What follows belongs to an exercise in optimizing a design on an open flow for small area and a short achievable clock period; a production flow would make more cautious choices. Only simulation tests tie the RTL to the original design; equivalence was not proved. Power is estimated from default activity; no workload was simulated.

oak:
==> module pq_sorted_path, before the edit <==
module pq_sorted_path
#(
    parameter int KEY_W = pq_pkg::PQ_KEY_W,
    parameter int VAL_W = pq_pkg::PQ_VAL_W,
    parameter int DEPTH = pq_pkg::PQ_DEPTH
) (
    input  logic                         system1000,
    input  logic                         system1000_rst,
    input  logic                         push_valid,
    output logic                         push_ready,
    input  logic [KEY_W-1:0]             push_key,
    input  logic [VAL_W-1:0]             push_val,
    input  logic                         pop_valid,
    output logic                         pop_ready,
    output logic                         out_valid,
    output logic [KEY_W-1:0]             out_key,
    output logic [VAL_W-1:0]             out_val,
    output logic [$clog2(DEPTH+1)-1:0]   count,
    output logic                         empty,
    output logic                         full
);
    localparam int CNT_W = $clog2(DEPTH + 1);
    localparam int RW    = $clog2(DEPTH);
    logic [KEY_W-1:0] key_r  [DEPTH];
    logic [VAL_W-1:0] val_r  [DEPTH];
    logic [RW-1:0]    rank_r [DEPTH];
    logic [DEPTH-1:0] vld_r;
    logic [DEPTH-1:0] pend_r;      
    logic [DEPTH-1:0] gt_r;        
    logic             push_fire_s;
    logic             pop_fire_s;
    logic [DEPTH-1:0] rkd_s;       
    logic [DEPTH-1:0] head_s;      
    logic [DEPTH-1:0] free_s;      
    logic [DEPTH-1:0] gt_s;        
    logic             has_pend_s;
    logic             pend_min_s;  
    logic [DEPTH-1:0] min_s;       
    logic             pop_head_s;
    logic             ins_s;       
    logic [DEPTH-1:0] wsel_s;      
    logic [RW-1:0]    le_cnt_s;    
    logic [RW-1:0]    ins_rank_s;  
    logic [CNT_W-1:0] cnt_nxt_s;
    logic [KEY_W-1:0] min_key_s;
    logic [VAL_W-1:0] min_val_s;
    assign pop_ready = ~empty;
    assign push_ready = ~full | pop_valid;
    assign push_fire_s = push_valid & push_ready;
    assign pop_fire_s  = pop_valid & pop_ready;
    for (genvar i = 0; i < DEPTH; i++) begin : g_cmp
        pq_key_gt #(.W(KEY_W)) u_gt (.a(key_r[i]), .b(push_key), .gt(gt_s[i]));
    end
    always_comb begin
        for (int i = 0; i < DEPTH; i++) begin
            rkd_s[i]  = vld_r[i] & ~pend_r[i];
            head_s[i] = rkd_s[i] & (rank_r[i] == RW'(0));
        end
    end
    assign has_pend_s = |(vld_r & pend_r);
    assign pend_min_s = has_pend_s & (~|head_s | |(head_s & gt_r));
    assign min_s      = pend_min_s ? pend_r : head_s;
    assign pop_head_s = pop_fire_s & ~pend_min_s;
    assign ins_s      = has_pend_s & ~(pop_fire_s & pend_min_s);
    always_comb begin
        logic seen;
        seen = 1'b0;
        for (int i = 0; i < DEPTH; i++) begin
            free_s[i] = ~vld_r[i] & ~seen;
            seen      = seen | ~vld_r[i];
        end
    end
    assign wsel_s = full ? min_s : free_s;
    always_comb begin
        le_cnt_s = '0;
        for (int i = 0; i < DEPTH; i++) begin
            le_cnt_s = le_cnt_s + RW'(rkd_s[i] & ~head_s[i] & ~gt_r[i]);
        end
    end
    always_comb begin
        min_key_s = '0;
        min_val_s = '0;
        for (int i = 0; i < DEPTH; i++) begin
            min_key_s = min_key_s | ({KEY_W{min_s[i]}} & key_r[i]);
            min_val_s = min_val_s | ({VAL_W{min_s[i]}} & val_r[i]);
        end
    end
    always_ff @(posedge system1000) begin
        for (int i = 0; i < DEPTH; i++) begin
            if (free_s[i] | (full & min_s[i] & push_valid & pop_valid)) begin
                key_r[i] <= push_key;
                val_r[i] <= push_val;
            end
        end
    end
    assign ins_rank_s = le_cnt_s + RW'(|head_s & ~pend_min_s & ~pop_head_s);
    always_ff @(posedge system1000) begin
        gt_r       <= gt_s;
        pend_r     <= {DEPTH{push_fire_s}} & wsel_s;
    end
    always_ff @(posedge system1000) begin
        for (int i = 0; i < DEPTH; i++) begin
            if (pend_r[i]) begin
                rank_r[i] <= ins_rank_s;
            end else if (ins_s & gt_r[i] & ~pop_head_s) begin
                rank_r[i] <= rank_r[i] + RW'(1);
            end else if (pop_head_s & ~(ins_s & gt_r[i])) begin
                rank_r[i] <= rank_r[i] - RW'(1);
            end
        end
    end
    always_ff @(posedge system1000) begin
        if (system1000_rst) begin
            vld_r <= '0;
        end else begin
            vld_r <= ({DEPTH{push_fire_s}} & wsel_s) | (vld_r & ~({DEPTH{pop_fire_s}} & min_s));
        end
    end
    always_comb begin
        cnt_nxt_s = count;
        if (push_fire_s && !pop_fire_s) begin
            cnt_nxt_s = count + CNT_W'(1'b1);
        end else if (pop_fire_s && !push_fire_s) begin
            cnt_nxt_s = count - CNT_W'(1'b1);
        end
    end
    always_ff @(posedge system1000) begin
        if (system1000_rst) begin
            count     <= '0;
            empty     <= 1'b1;
            full      <= 1'b0;
            out_valid <= 1'b0;
        end else begin
            count     <= cnt_nxt_s;
            empty     <= (cnt_nxt_s == CNT_W'(0));
            full      <= (cnt_nxt_s == CNT_W'(DEPTH));
            out_valid <= pop_fire_s;
        end
    end
    always_ff @(posedge system1000) begin
        out_key <= min_key_s;
        out_val <= min_val_s;
    end
endmodule
clock: 5.5 ns
lec_check: 0
cap_margin: 20
core_margin: 2
core_utilization: 45
place_density: 0.6
slew_margin: 20
run.sh (not shown) runs the stock make flow with config.mk's settings and CLKGATE_MAP_FILE= SYNTH_SCRIPT=/design/flow/synth_recipe.tcl, a recipe that flattens the netlist after the stock synthesis.
Changes in pine relative to oak:
diff --git a/flow/design.v b/flow/design.v
--- a/flow/design.v
+++ b/flow/design.v
@@ -68,9 +68,9 @@
     logic [VAL_W-1:0] val_r  [DEPTH];
     logic [RW-1:0]    rank_r [DEPTH];
     logic [DEPTH-1:0] vld_r;
     logic [DEPTH-1:0] pend_r;      
-    logic [DEPTH-1:0] gt_r;        
+    logic [KEY_W-1:0] pend_key_r;  
     logic             push_fire_s;
     logic             pop_fire_s;
     logic [DEPTH-1:0] rkd_s;       
     logic [DEPTH-1:0] head_s;      
@@ -81,9 +81,11 @@
     logic [DEPTH-1:0] min_s;       
     logic             pop_head_s;
     logic             ins_s;       
     logic [DEPTH-1:0] wsel_s;      
-    logic [RW-1:0]    le_cnt_s;    
+    logic [DEPTH-1:0] gpos_s;      
+    logic [DEPTH-1:0] first_s;
+    logic [RW-1:0]    rkd_cnt_s;   
     logic [RW-1:0]    ins_rank_s;  
     logic [CNT_W-1:0] cnt_nxt_s;
     logic [KEY_W-1:0] min_key_s;
     logic [VAL_W-1:0] min_val_s;
@@ -91,18 +93,18 @@
     assign push_ready = ~full | pop_valid;
     assign push_fire_s = push_valid & push_ready;
     assign pop_fire_s  = pop_valid & pop_ready;
     for (genvar i = 0; i < DEPTH; i++) begin : g_cmp
-        pq_key_gt #(.W(KEY_W)) u_gt (.a(key_r[i]), .b(push_key), .gt(gt_s[i]));
+        pq_key_gt #(.W(KEY_W)) u_gt (.a(key_r[i]), .b(pend_key_r), .gt(gt_s[i]));
     end
     always_comb begin
         for (int i = 0; i < DEPTH; i++) begin
             rkd_s[i]  = vld_r[i] & ~pend_r[i];
             head_s[i] = rkd_s[i] & (rank_r[i] == RW'(0));
         end
     end
     assign has_pend_s = |(vld_r & pend_r);
-    assign pend_min_s = has_pend_s & (~|head_s | |(head_s & gt_r));
+    assign pend_min_s = has_pend_s & (~|head_s | |(head_s & gt_s));
     assign min_s      = pend_min_s ? pend_r : head_s;
     assign pop_head_s = pop_fire_s & ~pend_min_s;
     assign ins_s      = has_pend_s & ~(pop_fire_s & pend_min_s);
     always_comb begin
@@ -113,12 +115,23 @@
             seen      = seen | ~vld_r[i];
         end
     end
     assign wsel_s = full ? min_s : free_s;
+    assign rkd_cnt_s = RW'(count - CNT_W'(has_pend_s));
     always_comb begin
-        le_cnt_s = '0;
-        for (int i = 0; i < DEPTH; i++) begin
-            le_cnt_s = le_cnt_s + RW'(rkd_s[i] & ~head_s[i] & ~gt_r[i]);
+        for (int p = 0; p < DEPTH; p++) begin
+            gpos_s[p] = 1'b0;
+            for (int i = 0; i < DEPTH; i++) begin
+                gpos_s[p] = gpos_s[p] | (gt_s[i] & rkd_s[i] & (rank_r[i] == RW'(p)));
+            end
+        end
+        first_s[0] = gpos_s[0];
+        for (int p = 1; p < DEPTH; p++) begin
+            first_s[p] = gpos_s[p] & ~gpos_s[p-1];
+        end
+        ins_rank_s = (|gpos_s) ? RW'(0) : rkd_cnt_s;
+        for (int p = 1; p < DEPTH; p++) begin
+            ins_rank_s = ins_rank_s | ({RW{first_s[p]}} & RW'(p));
         end
     end
     always_comb begin
         min_key_s = '0;
@@ -135,20 +148,19 @@
                 val_r[i] <= push_val;
             end
         end
     end
-    assign ins_rank_s = le_cnt_s + RW'(|head_s & ~pend_min_s & ~pop_head_s);
     always_ff @(posedge system1000) begin
-        gt_r       <= gt_s;
+        pend_key_r <= push_key;
         pend_r     <= {DEPTH{push_fire_s}} & wsel_s;
     end
     always_ff @(posedge system1000) begin
         for (int i = 0; i < DEPTH; i++) begin
             if (pend_r[i]) begin
-                rank_r[i] <= ins_rank_s;
-            end else if (ins_s & gt_r[i] & ~pop_head_s) begin
+                rank_r[i] <= ins_rank_s - RW'(pop_head_s);
+            end else if (ins_s & gt_s[i] & ~pop_head_s) begin
                 rank_r[i] <= rank_r[i] + RW'(1);
-            end else if (pop_head_s & ~(ins_s & gt_r[i])) begin
+            end else if (pop_head_s & ~(ins_s & gt_s[i])) begin
                 rank_r[i] <= rank_r[i] - RW'(1);
             end
         end
     end
==> summary.txt <==
- STATUS run=pine STAGES=ALL_DONE FINAL_CHECKS=FAILED CAUSE=setup timing
- In the metrics for pine and oak, the one carrying the higher worst-case reg-to-reg path depth is pine.
- The higher layout cell share with drive strength beyond 1 of pine and oak is in pine.
- Compared with oak, pine shows a number of different library cells in the post-synthesis netlist that is about 44% higher.
- pine — post-synthesis adder-cell area fraction 0.60 points lower, oak as reference
- On clock-buffer cell count, the lower figure sits with pine, not oak.
- Count of inverters not on the clock network in the layout was lower in oak than in pine.
- pine vs. oak: utilization increased by 8.8 points relative to the old numbers, combinational group share of total power moved up, design area increased by about 30% relative to the old numbers.

* * *

## run B
The RTL this note starts from:
==> flow/design.v <==
package pq_pkg;
    localparam int PQ_KEY_W = 32;
    localparam int PQ_VAL_W = 32;
    localparam int PQ_DEPTH = 16;
    typedef struct packed {
        logic                valid;
        logic [PQ_KEY_W-1:0] key;
        logic [PQ_VAL_W-1:0] val;
    } pq_elem_t;
    typedef enum logic [1:0] {
        SHIFT_HOLD = 2'd0,
        SHIFT_UP   = 2'd1,
        SHIFT_DOWN = 2'd2,
        SHIFT_LOAD = 2'd3
    } pq_shift_e;
endpackage
module pq_key_gt
#(
    parameter int W = 32
) (
    input  logic [W-1:0] a,
    input  logic [W-1:0] b,
    output logic         gt
);
    localparam int LV = $clog2(W);
    logic [W-1:0] g [LV+1];
    logic [W-1:0] p [LV+1];
    always_comb begin
        for (int l = 0; l <= LV; l++) begin
            g[l] = '0;
            p[l] = '0;
        end
        g[0] = a & ~b;
        p[0] = a | ~b;
        for (int l = 1; l <= LV; l++) begin
            for (int n = 0; n < (W >> l); n++) begin
                g[l][n] = g[l-1][2*n+1] | (p[l-1][2*n+1] & g[l-1][2*n]);
                p[l][n] = p[l-1][2*n+1] & p[l-1][2*n];
            end
        end
        gt = g[LV][0];
    end
endmodule
module pq_sorted_path
#(
    parameter int KEY_W = pq_pkg::PQ_KEY_W,
    parameter int VAL_W = pq_pkg::PQ_VAL_W,
    parameter int DEPTH = pq_pkg::PQ_DEPTH
) (
    input  logic                         system1000,
    input  logic                         system1000_rst,
    input  logic                         push_valid,
    output logic                         push_ready,
    input  logic [KEY_W-1:0]             push_key,
    input  logic [VAL_W-1:0]             push_val,
    input  logic                         pop_valid,
    output logic                         pop_ready,
    output logic                         out_valid,
    output logic [KEY_W-1:0]             out_key,
    output logic [VAL_W-1:0]             out_val,
    output logic [$clog2(DEPTH+1)-1:0]   count,
    output logic                         empty,
    output logic                         full
);
    localparam int CNT_W = $clog2(DEPTH + 1);
    localparam int RW    = $clog2(DEPTH);
    logic [KEY_W-1:0] key_r  [DEPTH];
    logic [VAL_W-1:0] val_r  [DEPTH];
    logic [RW-1:0]    rank_r [DEPTH];
    logic [DEPTH-1:0] vld_r;
    logic [DEPTH-1:0] pend_r;      
    logic             has_pend_r;  
    logic [DEPTH-1:0] head_r;      
    logic [DEPTH-1:0] gt_r;        
    logic             push_fire_s;
    logic             pop_fire_s;
    logic [DEPTH-1:0] rkd_s;       
    logic [DEPTH-1:0] head_s;      
    logic [DEPTH-1:0] free_s;      
    logic [DEPTH-1:0] gt_s;        
    logic             has_pend_s;
    logic             pend_min_s;  
    logic [DEPTH-1:0] min_s;       
    logic             pop_head_s;
    logic             ins_s;       
    logic [DEPTH-1:0] wsel_s;      
    logic [DEPTH-1:0] gpos_s;      
    logic [DEPTH-1:0] first_s;
    logic [RW-1:0]    rkd_cnt_s;   
    logic [RW-1:0]    rkd_cnt1_s;  
    logic [RW-1:0]    ins_rank0_s; 
    logic [RW-1:0]    ins_rank1_s; 
    logic [RW-1:0]    ins_rank_s;  
    logic [CNT_W-1:0] cnt_nxt_s;
    logic [RW-1:0]    rank_nxt_s [DEPTH];
    logic [DEPTH-1:0] vld_nxt_s;
    logic [DEPTH-1:0] pend_nxt_s;
    logic [KEY_W-1:0] min_key_s;
    logic [VAL_W-1:0] min_val_s;
    assign pop_ready = ~empty;
    assign push_ready = ~full | pop_valid;
    assign push_fire_s = push_valid & push_ready;
    assign pop_fire_s  = pop_valid & pop_ready;
    for (genvar i = 0; i < DEPTH; i++) begin : g_cmp
        pq_key_gt #(.W(KEY_W)) u_gt (.a(key_r[i]), .b(push_key), .gt(gt_s[i]));
    end
    always_comb begin
        for (int i = 0; i < DEPTH; i++) begin
            rkd_s[i]  = vld_r[i] & ~pend_r[i];
            head_s[i] = head_r[i];
        end
    end
    assign has_pend_s = has_pend_r;
    assign pend_min_s = has_pend_s & (~|head_s | |(head_s & gt_r));
    assign min_s      = pend_min_s ? pend_r : head_s;
    assign pop_head_s = pop_fire_s & ~pend_min_s;
    assign ins_s      = has_pend_s & ~(pop_fire_s & pend_min_s);
    always_comb begin
        logic seen;
        seen = 1'b0;
        for (int i = 0; i < DEPTH; i++) begin
            free_s[i] = ~vld_r[i] & ~seen;
            seen      = seen | ~vld_r[i];
        end
    end
    assign wsel_s = full ? min_s : free_s;
    assign rkd_cnt_s  = RW'(count - CNT_W'(has_pend_s));
    assign rkd_cnt1_s = RW'(count - CNT_W'(has_pend_s) - CNT_W'(1));
    always_comb begin
        for (int p = 0; p < DEPTH; p++) begin
            gpos_s[p] = 1'b0;
            for (int i = 0; i < DEPTH; i++) begin
                gpos_s[p] = gpos_s[p] | (gt_r[i] & rkd_s[i] & (rank_r[i] == RW'(p)));
            end
        end
        first_s[0] = gpos_s[0];
        for (int p = 1; p < DEPTH; p++) begin
            first_s[p] = gpos_s[p] & ~gpos_s[p-1];
        end
        ins_rank0_s = (|gpos_s) ? RW'(0) : rkd_cnt_s;
        ins_rank1_s = (|gpos_s) ? RW'(0) : rkd_cnt1_s;
        for (int p = 1; p < DEPTH; p++) begin
            ins_rank0_s = ins_rank0_s | ({RW{first_s[p]}} & RW'(p));
            ins_rank1_s = ins_rank1_s | ({RW{first_s[p]}} & RW'(p - 1));
        end
    end
    assign ins_rank_s = pop_head_s ? ins_rank1_s : ins_rank0_s;
    always_comb begin
        min_key_s = '0;
        min_val_s = '0;
        for (int i = 0; i < DEPTH; i++) begin
            min_key_s = min_key_s | ({KEY_W{min_s[i]}} & key_r[i]);
            min_val_s = min_val_s | ({VAL_W{min_s[i]}} & val_r[i]);
        end
    end
    always_ff @(posedge system1000) begin
        for (int i = 0; i < DEPTH; i++) begin
            if (free_s[i] | (full & min_s[i] & push_valid & pop_valid)) begin
                key_r[i] <= push_key;
                val_r[i] <= push_val;
            end
        end
    end
    always_ff @(posedge system1000) begin
        gt_r       <= gt_s;
        pend_r     <= pend_nxt_s;
    end
    always_comb begin
        for (int i = 0; i < DEPTH; i++) begin
            if (pend_r[i]) begin
                rank_nxt_s[i] = ins_rank_s;
            end else if (ins_s & gt_r[i] & ~pop_head_s) begin
                rank_nxt_s[i] = rank_r[i] + RW'(1);
            end else if (pop_head_s & ~(ins_s & gt_r[i])) begin
                rank_nxt_s[i] = rank_r[i] - RW'(1);
            end else begin
                rank_nxt_s[i] = rank_r[i];
            end
        end
    end
    assign vld_nxt_s  = ({DEPTH{push_fire_s}} & wsel_s) | (vld_r & ~({DEPTH{pop_fire_s}} & min_s));
    assign pend_nxt_s = {DEPTH{push_fire_s}} & wsel_s;
    always_ff @(posedge system1000) begin
        for (int i = 0; i < DEPTH; i++) begin
            rank_r[i] <= rank_nxt_s[i];
        end
    end
    always_ff @(posedge system1000) begin
        if (system1000_rst) begin
            has_pend_r <= 1'b0;
            head_r     <= '0;
        end else begin
            has_pend_r <= push_fire_s;
            for (int i = 0; i < DEPTH; i++) begin
                head_r[i] <= vld_nxt_s[i] & ~pend_nxt_s[i] & (rank_nxt_s[i] == RW'(0));
            end
        end
    end
    always_ff @(posedge system1000) begin
        if (system1000_rst) begin
            vld_r <= '0;
        end else begin
            vld_r <= vld_nxt_s;
        end
    end
    always_comb begin
        cnt_nxt_s = count;
        if (push_fire_s && !pop_fire_s) begin
            cnt_nxt_s = count + CNT_W'(1'b1);
        end else if (pop_fire_s && !push_fire_s) begin
            cnt_nxt_s = count - CNT_W'(1'b1);
        end
    end
    always_ff @(posedge system1000) begin
        if (system1000_rst) begin
            count     <= '0;
            empty     <= 1'b1;
            full      <= 1'b0;
            out_valid <= 1'b0;
        end else begin
            count     <= cnt_nxt_s;
            empty     <= (cnt_nxt_s == CNT_W'(0));
            full      <= (cnt_nxt_s == CNT_W'(DEPTH));
            out_valid <= pop_fire_s;
        end
    end
    always_ff @(posedge system1000) begin
        out_key <= min_key_s;
        out_val <= min_val_s;
    end
endmodule
clock: 5.5 ns
lec_check: 0
cap_margin: 20
core_margin: 2
core_utilization: 55
cts_buf_list: sky130_fd_sc_hd__clkbuf_8
cts_cluster_diameter: 50
cts_cluster_size: 14
place_density: 0.65
setup_slack_margin: 2.0
slew_margin: 20
What run E does differently from run B at the input level:
diff --git a/flow/design.v b/flow/design.v
--- a/flow/design.v
+++ b/flow/design.v
@@ -94,6 +94,7 @@
     logic [CNT_W-1:0] cnt_nxt_s;
     logic [RW-1:0]    rank_nxt_s [DEPTH];
     logic [DEPTH-1:0] vld_nxt_s;
+    logic [DEPTH-1:0] head_nxt_s;
     logic [DEPTH-1:0] pend_nxt_s;
     logic [KEY_W-1:0] min_key_s;
     logic [VAL_W-1:0] min_val_s;
@@ -180,6 +181,17 @@
     end
     assign vld_nxt_s  = ({DEPTH{push_fire_s}} & wsel_s) | (vld_r & ~({DEPTH{pop_fire_s}} & min_s));
     assign pend_nxt_s = {DEPTH{push_fire_s}} & wsel_s;
+    always_comb begin
+        for (int i = 0; i < DEPTH; i++) begin
+            if (pend_r[i]) begin
+                head_nxt_s[i] = ins_s & (pop_head_s ? (gpos_s[1] | (rkd_cnt_s == RW'(1)))
+                                                     : pend_min_s);
+            end else begin
+                head_nxt_s[i] = vld_nxt_s[i] & ~pend_nxt_s[i] & ~(ins_s & gt_r[i]) &
+                                (pop_head_s ? (rank_r[i] == RW'(1)) : (rank_r[i] == RW'(0)));
+            end
+        end
+    end
     always_ff @(posedge system1000) begin
         for (int i = 0; i < DEPTH; i++) begin
             rank_r[i] <= rank_nxt_s[i];
@@ -191,9 +203,7 @@
             head_r     <= '0;
         end else begin
             has_pend_r <= push_fire_s;
-            for (int i = 0; i < DEPTH; i++) begin
-                head_r[i] <= vld_nxt_s[i] & ~pend_nxt_s[i] & (rank_nxt_s[i] == RW'(0));
-            end
+            head_r <= head_nxt_s;
         end
     end
     always_ff @(posedge system1000) begin
==> comparison <==
Comparing the two runs side by side, run E comes out ahead of run B on via count.
Re combinational power: run E and run B aren't equal, and the lower value belongs to run E.
Highest achievable clock rate: lower on run B
Compared with run B, run E shows synthesized area higher by 560 um^2.
Cell count along the critical path came out lower on run E than on run B.
| worst hold slack | run E vs run B | better |
Run E — share of the clock period used by the worst path after layout 0.59 points lower, run B as reference
Required time of the critical path in run E is 0.22 ns below run B.

port drivers added, routing unchanged:
The results above use ideal ports. As a check the final layouts listed here were re-extracted and re-timed, cells and wires unchanged.
Step 1 (the two cells are an assumption about what drives the block):
set clk [get_ports {system1000}]
set_driving_cell -lib_cell sky130_fd_sc_hd__clkbuf_16 $clk
set_driving_cell -lib_cell sky130_fd_sc_hd__buf_2 [delete_from_list [all_inputs] $clk]
Step 2 adds t to the input delays and takes it off the output delays; t is the mean of the earliest and latest rising clock arrival at the registers after step 1. Input paths then give back, and output paths get back, about the clock's delay inside the block.
a / b / c = ideal / step 1 / step 2; a / b = the first two.
| run | shift t [ns] | setup WS [ns] | hold WS [ns] | worst setup path after step 2 |
|---|---|---|---|---|
| oak | 0.818 | 0.237 / 0.237 / 0.164 | 0.490 / 0.490 / 0.490 | input to register |
| pine | 0.865 | -0.197 / -0.197 / -0.197 | 0.485 / 0.485 / 0.485 | register to register |
| run B | 0.922 | 1.826 / 1.826 / 0.956 | 0.482 / 0.482 / 0.482 | input to register |
| run E | 0.934 | 1.859 / 1.844 / 0.910 | 0.489 / 0.489 / 0.489 | input to register |
For run E, which loses most, drivers alone change the setup slack by -0.015 ns; drivers and shift together by -0.949 ns.
